Background: an optimization exercise with open tools, aiming at a short achievable clock period and few clock cycles per item. Do not read the settings as production practice.
At most, simulation tests tie the RTL to the original design; equivalence was not proved.
Power is estimated from default activity; no workload was simulated.

==> exp/nickel <==
## processor
module processor (
    input  wire logic             clock_i,
    input  wire logic             reset_i,
    output logic [31:0]           imem_addr_o,
    input  wire logic [31:0]      imem_data_i,
    output logic [31:0]           dmem_addr_o,
    output logic [31:0]           dmem_wdata_o,
    output logic                  dmem_wren_o,
    input  wire logic [31:0]      dmem_rdata_i,
    output logic                  rf_write_en_o,
    output logic [4:0]            rf_write_reg_o,
    output logic [31:0]           rf_write_data_o,
    output logic [4:0]            rf_read_reg_a_o,
    output logic [4:0]            rf_read_reg_b_o,
    input  wire logic [31:0]      rf_read_data_a_i,
    input  wire logic [31:0]      rf_read_data_b_i
);
    logic [31:0] pc_q;
    logic        fd_v;
    logic [31:0] fd_ins;
    logic [4:0]  fd_rb;       
    logic [31:0] fd_pc1;      
    logic [31:0] fd_tgt;      
    logic        fd_pred;     
    logic        fd_rtype;
    logic        fd_addi;
    logic        fd_lw;
    logic        fd_sw;
    logic        fd_br;       
    logic        fd_bne;
    logic        fd_reads_a;
    logic        fd_reads_b;
    logic        dx_v;
    logic        dx_wr;       
    logic        dx_ld;
    logic        dx_st;
    logic        dx_br;
    logic        dx_bne;
    logic        dx_pred;
    logic [4:0]  dx_rd;
    logic [31:0] dx_a;        
    logic [31:0] dx_b;        
    logic [31:0] dx_s;        
    logic        dx_fa;       
    logic        dx_fb;
    logic        dx_fs;
    logic [31:0] dx_alt;      
    logic [4:0]  dx_shamt;
    logic        dx_add, dx_sub, dx_and, dx_or, dx_sll, dx_sra;
    logic        xm_wr;       
    logic        xm_st;       
    logic        xm_ld;
    logic [4:0]  xm_rd;
    logic [31:0] xm_res;
    logic [31:0] xm_sd;
    logic        wb_en;
    logic [4:0]  wb_idx;
    logic [31:0] wb_data;
    logic        stall;
    logic        redirect;
    logic [4:0]  i_op;
    logic        i_j;
    logic        i_bne;
    logic        i_blt;
  ...
==> flow/config.mk <==
export PLATFORM = sky130hd
export DESIGN_NAME = processor
export DESIGN_NICKNAME = processor
export VERILOG_FILES = /design/flow/design.v
export SDC_FILE = /design/flow/constraint.sdc
export NUM_CORES = 4
export LEC_CHECK = 0
export ABC_CLOCK_PERIOD_IN_PS = 2500
export CAP_MARGIN = 20
export CORE_MARGIN = 2
export CORE_UTILIZATION = 40
export SETUP_SLACK_MARGIN = 4.4
export SLEW_MARGIN = 20
==> flow/constraint.sdc <==
create_clock -name core_clock -period 7.0 [get_ports {clock_i}]
set_input_delay 1.4000 -clock core_clock [delete_from_list [all_inputs] [get_ports {clock_i}]]
set_output_delay 1.4000 -clock core_clock [all_outputs]
set_load 0.01 [all_outputs]
run.sh (not shown) runs the stock make flow with config.mk's settings and CLKGATE_MAP_FILE= SYNTH_SCRIPT=/design/flow/synth_recipe.tcl, a recipe that flattens the netlist after the stock synthesis.
==> inputs of exp/amber, as changes to exp/nickel <==
--- a/flow/design.v
+++ b/flow/design.v
@@ -9,10 +9,82 @@
     localparam logic [4:0] OP_LW    = 5'd8;
 endpackage
 `default_nettype wire
 `timescale 1ns/1ns
 `default_nettype none
+module pfx_add #(
+    parameter int W = 32
+) (
+    input  wire logic [W-1:0] a_i,
+    input  wire logic [W-1:0] b_i,
+    input  wire logic         c_i,
+    output logic [W-1:0]      s_o
+);
+    localparam int LV = $clog2(W);
+    logic [(LV+1)*W-1:0] g;
+    logic [(LV+1)*W-1:0] p;
+    logic [W-1:0]        c;
+    for (genvar i = 0; i < W; i++) begin : g_bit
+        if (i == 0) begin : g_lsb
+            assign g[i] = (a_i[i] & b_i[i]) | ((a_i[i] | b_i[i]) & c_i);
+        end else begin : g_up
+            assign g[i] = a_i[i] & b_i[i];
+        end
+        assign p[i] = a_i[i] | b_i[i];
+    end
+    for (genvar l = 0; l < LV; l++) begin : g_lvl
+        for (genvar i = 0; i < W; i++) begin : g_node
+            if (i >= (1 << l)) begin : g_comb
+                assign g[(l+1)*W+i] = g[l*W+i] | (p[l*W+i] & g[l*W+i-(1<<l)]);
+                assign p[(l+1)*W+i] = p[l*W+i] & p[l*W+i-(1<<l)];
+            end else begin : g_pass
+                assign g[(l+1)*W+i] = g[l*W+i];
+                assign p[(l+1)*W+i] = p[l*W+i];
+            end
+        end
+    end
+    assign c[0] = c_i;
+    for (genvar i = 1; i < W; i++) begin : g_carry
+        assign c[i] = g[LV*W+i-1];
+    end
+    assign s_o = (a_i ^ c) ^ b_i;
+endmodule
+module slt32 (
+    input  wire logic [31:0] x_i,
+    input  wire logic [31:0] y_i,
+    output logic             lt_o
+);
+    logic [31:0] xs;
+    logic [31:0] yn;
+    logic [62:0] g;    
+    logic [62:0] p;
+    assign xs = {~x_i[31], x_i[30:0]};
+    assign yn = ~{~y_i[31], y_i[30:0]};
+    for (genvar i = 0; i < 32; i++) begin : g_leaf
+        assign g[i] = xs[i] & yn[i];
+        assign p[i] = xs[i] | yn[i];
+    end
+    for (genvar i = 0; i < 16; i++) begin : g_l1
+        assign g[32+i] = g[2*i+1] | (p[2*i+1] & g[2*i]);
+        assign p[32+i] = p[2*i+1] & p[2*i];
+    end
+    for (genvar i = 0; i < 8; i++) begin : g_l2
+        assign g[48+i] = g[32+2*i+1] | (p[32+2*i+1] & g[32+2*i]);
+        assign p[48+i] = p[32+2*i+1] & p[32+2*i];
+    end
+    for (genvar i = 0; i < 4; i++) begin : g_l3
+        assign g[56+i] = g[48+2*i+1] | (p[48+2*i+1] & g[48+2*i]);
+        assign p[56+i] = p[48+2*i+1] & p[48+2*i];
+    end
+    for (genvar i = 0; i < 2; i++) begin : g_l4
+        assign g[60+i] = g[56+2*i+1] | (p[56+2*i+1] & g[56+2*i]);
+        assign p[60+i] = p[56+2*i+1] & p[56+2*i];
+    end
+    assign g[62] = g[61] | (p[61] & g[60]);
+    assign p[62] = p[61] & p[60];
+    assign lt_o = !(g[62] | p[62]);
+endmodule
 module alu (
     input  wire logic [31:0] a_i,
     input  wire logic [31:0] b_i,
     input  wire logic [4:0]  shamt_i,
     input  wire logic        add_i,
@@ -24,11 +96,16 @@
     output logic [31:0]      result_o
 );
     logic [31:0] sum;
     logic [31:0] shl;
     logic [31:0] shr;
-    assign sum = a_i + (b_i ^ {32{sub_i}}) + {31'd0, sub_i};
+    pfx_add #(.W(32)) u_add (
+        .a_i (a_i),
+        .b_i (b_i ^ {32{sub_i}}),
+        .c_i (sub_i),
+        .s_o (sum)
+    );
     assign shl = a_i << shamt_i;
     assign shr = $signed(a_i) >>> shamt_i;
     assign result_o = ({32{add_i | sub_i}} & sum)
                     | ({32{and_i}} & (a_i & b_i))
                     | ({32{or_i}}  & (a_i | b_i))
@@ -53,16 +130,18 @@
     output logic [4:0]            rf_read_reg_a_o,
     output logic [4:0]            rf_read_reg_b_o,
     input  wire logic [31:0]      rf_read_data_a_i,
     input  wire logic [31:0]      rf_read_data_b_i
 );
+    localparam int SHORT = 6;   
     logic [31:0] pc_q;
     logic        fd_v;
     logic [31:0] fd_ins;
     logic [4:0]  fd_rb;       
+    logic [31:0] fd_pc;
     logic [31:0] fd_pc1;      
-    logic [31:0] fd_tgt;      
+    logic        fd_hit;      
     logic        fd_pred;     
     logic        fd_rtype;
     logic        fd_addi;
     logic        fd_lw;
     logic        fd_sw;
@@ -94,49 +173,84 @@
     logic [31:0] xm_res;
     logic [31:0] xm_sd;
     logic        wb_en;
     logic [4:0]  wb_idx;
     logic [31:0] wb_data;
-    logic        stall;
-    logic        redirect;
+    logic        stall;       
+    logic        redirect;    
+    logic        d_redir;     
+    logic [31:0] d_tgt;
     logic [4:0]  i_op;
     logic        i_j;
     logic        i_bne;
     logic        i_blt;
     logic        i_br;
-    logic        i_pred;
     logic        i_rtype;
-    logic [31:0] i_imm;
     logic [31:0] pc1;
-    logic [31:0] tgt;
+    logic        i_pred;
+    logic        i_short;     
+    logic        i_take;
+    logic [31:0] f_tgt;
+    logic [SHORT:0]    f_lo;
+    logic [31-SHORT:0] pc_hi_p1;
+    logic [31-SHORT:0] pc_hi_m1;
     assign i_op    = imem_data_i[31:27];
     assign i_j     = (i_op == pipe_pkg::OP_J);
     assign i_bne   = (i_op == pipe_pkg::OP_BNE);
     assign i_blt   = (i_op == pipe_pkg::OP_BLT);
     assign i_rtype = (i_op == pipe_pkg::OP_RTYPE);
     assign i_br    = (i_bne || i_blt) && (imem_data_i[16:0] != 17'd0);
+    pfx_add #(.W(32)) u_pc1 (
+        .a_i (pc_q),
+        .b_i (32'd0),
+        .c_i (1'b1),
+        .s_o (pc1)
+    );
     assign i_pred  = i_br && (i_bne || imem_data_i[16]);
-    assign i_imm   = {{15{imem_data_i[16]}}, imem_data_i[16:0]};
-    assign pc1     = pc_q + 32'd1;
-    assign tgt     = pc1 + i_imm;
+    assign i_short = (imem_data_i[16:SHORT-1] == '0) || (imem_data_i[16:SHORT-1] == '1);
+    assign i_take  = i_pred && i_short;
+    pfx_add #(.W(SHORT+1)) u_f_lo (
+        .a_i ({1'b0, pc1[SHORT-1:0]}),
+        .b_i ({1'b0, imem_data_i[SHORT-1:0]}),
+        .c_i (1'b0),
+        .s_o (f_lo)
+    );
+    pfx_add #(.W(32-SHORT)) u_hi_p1 (
+        .a_i (pc1[31:SHORT]),
+        .b_i ('0),
+        .c_i (1'b1),
+        .s_o (pc_hi_p1)
+    );
+    pfx_add #(.W(32-SHORT)) u_hi_m1 (
+        .a_i (pc1[31:SHORT]),
+        .b_i ('1),
+        .c_i (1'b0),
+        .s_o (pc_hi_m1)
+    );
+    assign f_tgt[SHORT-1:0] = f_lo[SHORT-1:0];
+    assign f_tgt[31:SHORT]  = (f_lo[SHORT] == imem_data_i[16]) ? pc1[31:SHORT]
+                            : f_lo[SHORT] ? pc_hi_p1 : pc_hi_m1;
     always_ff @(posedge clock_i) begin
         if (reset_i) begin
             pc_q <= '0;
         end else if (redirect) begin
             pc_q <= dx_alt;
+        end else if (d_redir) begin
+            pc_q <= d_tgt;
         end else if (!stall) begin
             if (i_j)         pc_q <= {5'd0, imem_data_i[26:0]};
-            else if (i_pred) pc_q <= tgt;
+            else if (i_take) pc_q <= f_tgt;
             else             pc_q <= pc1;
         end
     end
     always_ff @(posedge clock_i) begin
         if (!stall) begin
             fd_ins     <= imem_data_i;
             fd_rb      <= i_rtype ? imem_data_i[16:12] : imem_data_i[26:22];
+            fd_pc      <= pc_q;
             fd_pc1     <= pc1;
-            fd_tgt     <= tgt;
+            fd_hit     <= i_take;
             fd_pred    <= i_pred;
             fd_rtype   <= i_rtype;
             fd_addi    <= (i_op == pipe_pkg::OP_ADDI);
             fd_lw      <= (i_op == pipe_pkg::OP_LW);
             fd_sw      <= (i_op == pipe_pkg::OP_SW);
@@ -144,11 +258,11 @@
             fd_bne     <= i_bne;
             fd_reads_a <= i_rtype || i_br || (i_op == pipe_pkg::OP_ADDI)
                           || (i_op == pipe_pkg::OP_LW) || (i_op == pipe_pkg::OP_SW);
             fd_reads_b <= i_rtype || i_br || (i_op == pipe_pkg::OP_SW);
         end
-        if (reset_i || redirect) begin
+        if (reset_i || redirect || d_redir) begin
             fd_v <= 1'b0;
         end else if (!stall) begin
             fd_v <= !i_j;
         end
     end
@@ -168,19 +282,26 @@
     assign imm = {{15{fd_ins[16]}}, fd_ins[16:0]};
     assign rf_read_reg_a_o = rs;
     assign rf_read_reg_b_o = fd_rb;
     assign use_imm = fd_addi || fd_lw || fd_sw;
     assign d_wr    = (fd_rtype || fd_addi || fd_lw) && (rd != 5'd0);
+    pfx_add #(.W(32)) u_tgt (
+        .a_i (fd_pc),
+        .b_i (imm),
+        .c_i (1'b1),
+        .s_o (d_tgt)
+    );
     assign m_val = xm_ld ? dmem_rdata_i : xm_res;
     assign val_a = (xm_wr && xm_rd == rs)    ? m_val
                  : (wb_en && wb_idx == rs)   ? wb_data
                  : rf_read_data_a_i;
     assign val_b = (xm_wr && xm_rd == fd_rb)  ? m_val
                  : (wb_en && wb_idx == fd_rb) ? wb_data
                  : rf_read_data_b_i;
     assign stall = fd_v && dx_v && dx_ld && dx_wr
                    && ((fd_reads_a && rs == dx_rd) || (fd_reads_b && fd_rb == dx_rd));
+    assign d_redir = fd_v && fd_pred && !fd_hit && !stall;
     always_ff @(posedge clock_i) begin
         dx_wr    <= d_wr;
         dx_ld    <= fd_lw;
         dx_st    <= fd_sw;
         dx_br    <= fd_br;
@@ -191,11 +312,11 @@
         dx_b     <= use_imm ? imm : val_b;
         dx_s     <= val_b;
         dx_fa    <= dx_v && dx_wr && dx_rd == rs;
         dx_fb    <= dx_v && dx_wr && dx_rd == fd_rb && !use_imm;
         dx_fs    <= dx_v && dx_wr && dx_rd == fd_rb;
-        dx_alt   <= fd_pred ? fd_pc1 : fd_tgt;
+        dx_alt   <= fd_pred ? fd_pc1 : d_tgt;
         dx_shamt <= fd_ins[11:7];
         dx_add   <= use_imm || (fd_rtype && fn == 5'd0);
         dx_sub   <= fd_rtype && fn == 5'd1;
         dx_and   <= fd_rtype && fn == 5'd2;
         dx_or    <= fd_rtype && fn == 5'd3;
@@ -225,11 +346,30 @@
         .or_i     (dx_or),
         .sll_i    (dx_sll),
         .sra_i    (dx_sra),
         .result_o (alu_res)
     );
-    assign taken    = dx_bne ? (op_s != op_a) : ($signed(op_s) < $signed(op_a));
+    logic lt_rr, lt_rm, lt_mr;
+    logic gt_rr, gt_rm, gt_mr;
+    logic t_rr, t_rm, t_mr;
+    slt32 u_lt_rr (.x_i(dx_s),   .y_i(dx_a),   .lt_o(lt_rr));
+    slt32 u_lt_rm (.x_i(dx_s),   .y_i(xm_res), .lt_o(lt_rm));
+    slt32 u_lt_mr (.x_i(xm_res), .y_i(dx_a),   .lt_o(lt_mr));
+    slt32 u_gt_rr (.x_i(dx_a),   .y_i(dx_s),   .lt_o(gt_rr));
+    slt32 u_gt_rm (.x_i(xm_res), .y_i(dx_s),   .lt_o(gt_rm));
+    slt32 u_gt_mr (.x_i(dx_a),   .y_i(xm_res), .lt_o(gt_mr));
+    assign t_rr = lt_rr || (dx_bne && gt_rr);
+    assign t_rm = lt_rm || (dx_bne && gt_rm);
+    assign t_mr = lt_mr || (dx_bne && gt_mr);
+    always_comb begin
+        case ({dx_fs, dx_fa})
+            2'b00:   taken = t_rr;
+            2'b01:   taken = t_rm;
+            2'b10:   taken = t_mr;
+            default: taken = 1'b0;   
+        endcase
+    end
     assign redirect = dx_v && dx_br && (taken != dx_pred);
     always_ff @(posedge clock_i) begin
         xm_ld  <= dx_ld;
         xm_rd  <= dx_rd;
         xm_res <= alu_res;
- ABC_AREA: default -> 1
- ABC_CLOCK_PERIOD_IN_PS: 2500 -> default
- SETUP_SLACK_MARGIN: 4.4 -> 4.5
==> qor summary <==
metric                                                                   exp/amber   exp/nickel
Result of the run                                 no timing/DRC/antenna violations  no timing/DRC/antenna violations
Part of the cycle the worst path needs                                       0.446        0.534
Register area                                                            9450 um^2    9410 um^2
Relative slew margins                                                        0.271        0.381
Multi-input logic area                                                 18,600 um^2  16,800 um^2
Slowest cell on the critical path                                             fa_2     a2111o_1
Syn-to-layout area delta                                                     40.2%        49.6%
Setup slack on the worst flop-to-flop path                                 4.05 ns      3.26 ns
Cell count after placement                                                   5,607        3,457
Relative contribution of the clock network to total power                    0.374        0.362
Power drawn by the clock network                                           2.64 mW      2.50 mW
Number of standard cells after synthesis                                     4,536        2,534
Cts bufs inserted                                                               47           45
Share of cell area taken by flip-flops and latches                           0.240        0.265
Data required, critical path                                               7.51 ns      7.50 ns
Count of buffering cells on the critical path with inverters included            4            2
Cell area after synthesis                                              28,000 um^2  23,800 um^2
Final WL                                                                131,000 um   108,000 um
Worst hold margin                                                         0.343 ns     0.348 ns
Fraction of met3 tracks used by global routing                              0.0393       0.0547
Yosys top cell area share                                                    0.212        0.250
Overall fraction of global-route tracks in use                               0.348        0.329
Detail Route met2 WL                                                     64,600 um    49,500 um
Setup skew after layout                                                  0.0350 ns    0.0299 ns
GRT met2 Usage                                                               0.621        0.539
Vias in the first global route                                               30.8k        22.9k
Testbench counts of exp/nickel, summed over its fixed seeds: cycles 20,448, instrs 18,352.
No functional check of the RTL was part of exp/amber.

==> afterwards: timing with drivers on the ports <==
The results above use ideal ports. As a check the final layouts listed here were re-extracted and re-timed, cells and wires unchanged.
Step 1 assumes that a clkbuf_16 drives the clock port and a buf_2 every other input.
Step 2 times the ports against the registers' clock, not the clock port: input delays grow and output delays shrink by t, the midpoint of the rising clock arrivals with the driver on.
a / b / c = ideal ports / drivers / drivers and shift; a / b = the first two.
| run | shift t [ns] | setup slack, ns | worst setup path at the end |
|---|---|---|---|
| exp/nickel | 0.641 | 3.264 / 3.264 / 2.761 | input to register |
| exp/amber | 0.653 | 3.877 / 3.904 / 3.251 | input to register |
After both steps setup and hold are still met in every run listed. The setup slack of exp/amber, which loses most, moves by +0.027 ns with the drivers and by -0.626 ns with both steps.
